Source: an optimization exercise on an open RTL-to-GDS flow (aim: small area). Production flows keep margins and buffers that such runs may drop.
Only simulation tests tie the RTL to the original design; equivalence was not proved.
No activity file was given, so power comes from the tool's default toggle rates. The flow treats the clock pin as an ideal source, which a real chip does not have.

==> pepper <==
// video_frame_top
module video_frame_top
(
   input wire         clk,
   input wire         rst_n,
   input wire         pix_req,
   input wire  [7:0]  pix_data,
   input wire         pix_start,
   output wire        pix_ack,
   output wire [7:0]  pix_out,
   output wire        hsync_out,
   output wire        vsync_out,
   output wire        blank_out
);
   wire [4:0]  raster_hcount;
   wire [3:0]  raster_vcount;
   wire [4:0]  wr_addr;
   wire [31:0] wr_data;
   wire [63:0] tap_data;
   raster_timing raster_timing_inst (
      .clk           (clk),
      .rst_n         (rst_n),
      .raster_hcount (raster_hcount),
      .raster_vcount (raster_vcount),
      .raster_hsync  (hsync_out),
      .raster_vsync  (vsync_out),
      .raster_blank  (blank_out)
   );
   pixel_packer pixel_packer_inst (
      .clk       (clk),
      .rst_n     (rst_n),
      .pix_req   (pix_req),
      .pix_data  (pix_data),
      .pix_start (pix_start),
      .pix_ack   (pix_ack),
      .wr_addr   (wr_addr),
      .wr_data   (wr_data)
   );
   frame_store frame_store_inst (
      .clk           (clk),
  ...
clock: 10.0 ns
lec_check: 0
cap_margin: 20
core_margin: 2
core_utilization: 75
cts_buf_list: sky130_fd_sc_hd__clkbuf_8
cts_cluster_diameter: 50
cts_cluster_size: 20
place_density: 0.85
slew_margin: 20
standard.sh (not shown) runs the stock make flow with config.mk's settings and CLKGATE_MAP_FILE= SYNTH_SCRIPT=/design/flow/synth_recipe.tcl, a recipe that flattens the netlist after the stock synthesis.
==> flow/flow/run.sh <==
#!/bin/bash
# Layout flow: the standard ORFS flow (standard synthesis unchanged), with
#  - the smallest buffer (buf_1) on the ports,
#  - clock tree synthesis without dummy loads (same clustering settings as config.mk).
# Each step's full output is in orfs/logs/; the make output of each call goes to its
# own log here.
set -euo pipefail
export BUFFER_PORTS_ARGS="-buffer_cell sky130_fd_sc_hd__buf_1"
export CTS_ARGS="-sink_clustering_enable -repair_clock_nets -sink_clustering_size 36 -sink_clustering_max_diameter 60 -buf_list sky130_fd_sc_hd__clkbuf_16 -dont_use_dummy_load"
bash standard.sh synth > flow_synth.log 2>&1
bash standard.sh finish > flow_make.log 2>&1
==> inputs of garnet, as changes to pepper <==
==> flow/flow/run.sh (replaced) <==
#!/bin/bash
# Layout flow: the standard ORFS flow (standard synthesis unchanged), with
#  - the smallest buffer on the ports,
#  - power recovery after global routing, which downsizes cells with slack to spare.
# The clock tree settings come from config.mk. Each step's full output is in orfs/logs/;
# the make output goes to flow_make.log here.
set -euo pipefail
export BUFFER_PORTS_ARGS="-buffer_cell sky130_fd_sc_hd__buf_1"
export RECOVER_POWER=100
bash standard.sh synth > flow_synth.log 2>&1
bash standard.sh finish > flow_make.log 2>&1
CORE_UTILIZATION = 40   (was 75)
CTS_CLUSTER_DIAMETER = 60   (was 50)
CTS_CLUSTER_SIZE = 18   (was 20)
PLACE_DENSITY = default   (was 0.85)
==> comparison table <==
| metric | garnet | pepper |
|---|---|---|
| Outcome | complete, but fails checks | finished clean |
| Violated checks | capacitance limit, slew limit | - |
| R2R depth | 4 | 5 |
| Average via count per standard cell | 4.10 | 5.12 |
| Met1 WL | 18.7 mm | 18.9 mm |
| Count of pins over their slew limit | 144 | 0 |
| Topmost layer with routed signal wires | met5 | met4 |
| Met2 Track Usage GR | 17.6% | 39.6% |
| Transition at the pin with the smallest max-transition slack | 2.63 ns | 1.16 ns |
| Critical R2R Launch | raster_timing_inst.raster_vcount[0] | raster_timing_inst.raster_hcount[0] |
| Max-slew headroom at the worst pin | -77.2% | 22.7% |
| Reg2Reg Setup Slack | 4.88 ns | 6.50 ns |
| Worst path arrival time | 3.34 ns | 2.75 ns |
| Power density relative to cell area | 234 nW/um2 | 237 nW/um2 |
| Fraction of met3 tracks used by global routing | 3.26% | 3.32% |
| Startpoint of the tightest hold check path | frame_store_inst.line[6].ring_q[56] | frame_store_inst.line[6].ring_q[114] |
| Clock Root Buffer | sky130_fd_sc_hd__clkbuf_8 | sky130_fd_sc_hd__clkbuf_16 |
| Clock latency reported for the late side of the worst-skew pair | 0.68 ns | 0.58 ns |
| End of the worst hold path | frame_store_inst.line[6].ring_q[48] | frame_store_inst.line[6].ring_q[106] |
| Final clock period utilization by the worst path | 53.4% | 47.5% |
| Starting DRC count in detailed routing | 521 | 590 |
| Die height | 257 um | 188 um |
| Tmin final | 5.34 ns | 4.75 ns |
| Maximum level of the CTS H-tree | 3 | 2 |
| Part of the power in the clock network | 29.6% | 29.2% |
| Worst setup endpoint | pix_out[3] | pix_out[1] |

## static timing again, ports no longer ideal
Ports are ideal in the flow. The routed layouts listed here were re-timed in OpenROAD. Step 1 sets driving cells, clkbuf_16 on the clock port and buf_2 on the other inputs (assumed; they add their load-dependent delay and slew). Step 2 adds t to the input delays and takes it off the output delays; t is the mean of the earliest and latest rising clock arrival at the registers after step 1. Input paths then give back, and output paths get back, about the clock's delay inside the block. a / b / c = ideal / step 1 / step 2; a / b = the first two.
run | shift t [ns] | setup slack, ns | hold WS [ns] | worst setup path after step 2
pepper | 0.613 | 5.254 / 5.199 / 5.811 | 0.309 / 0.309 / 0.309 | register to output
garnet | 0.718 | 4.655 / 4.602 / 4.244 | 0.314 / 0.314 / 0.314 | input to register
For garnet, which loses most, drivers alone change the setup slack by -0.053 ns; drivers and shift together by -0.411 ns.
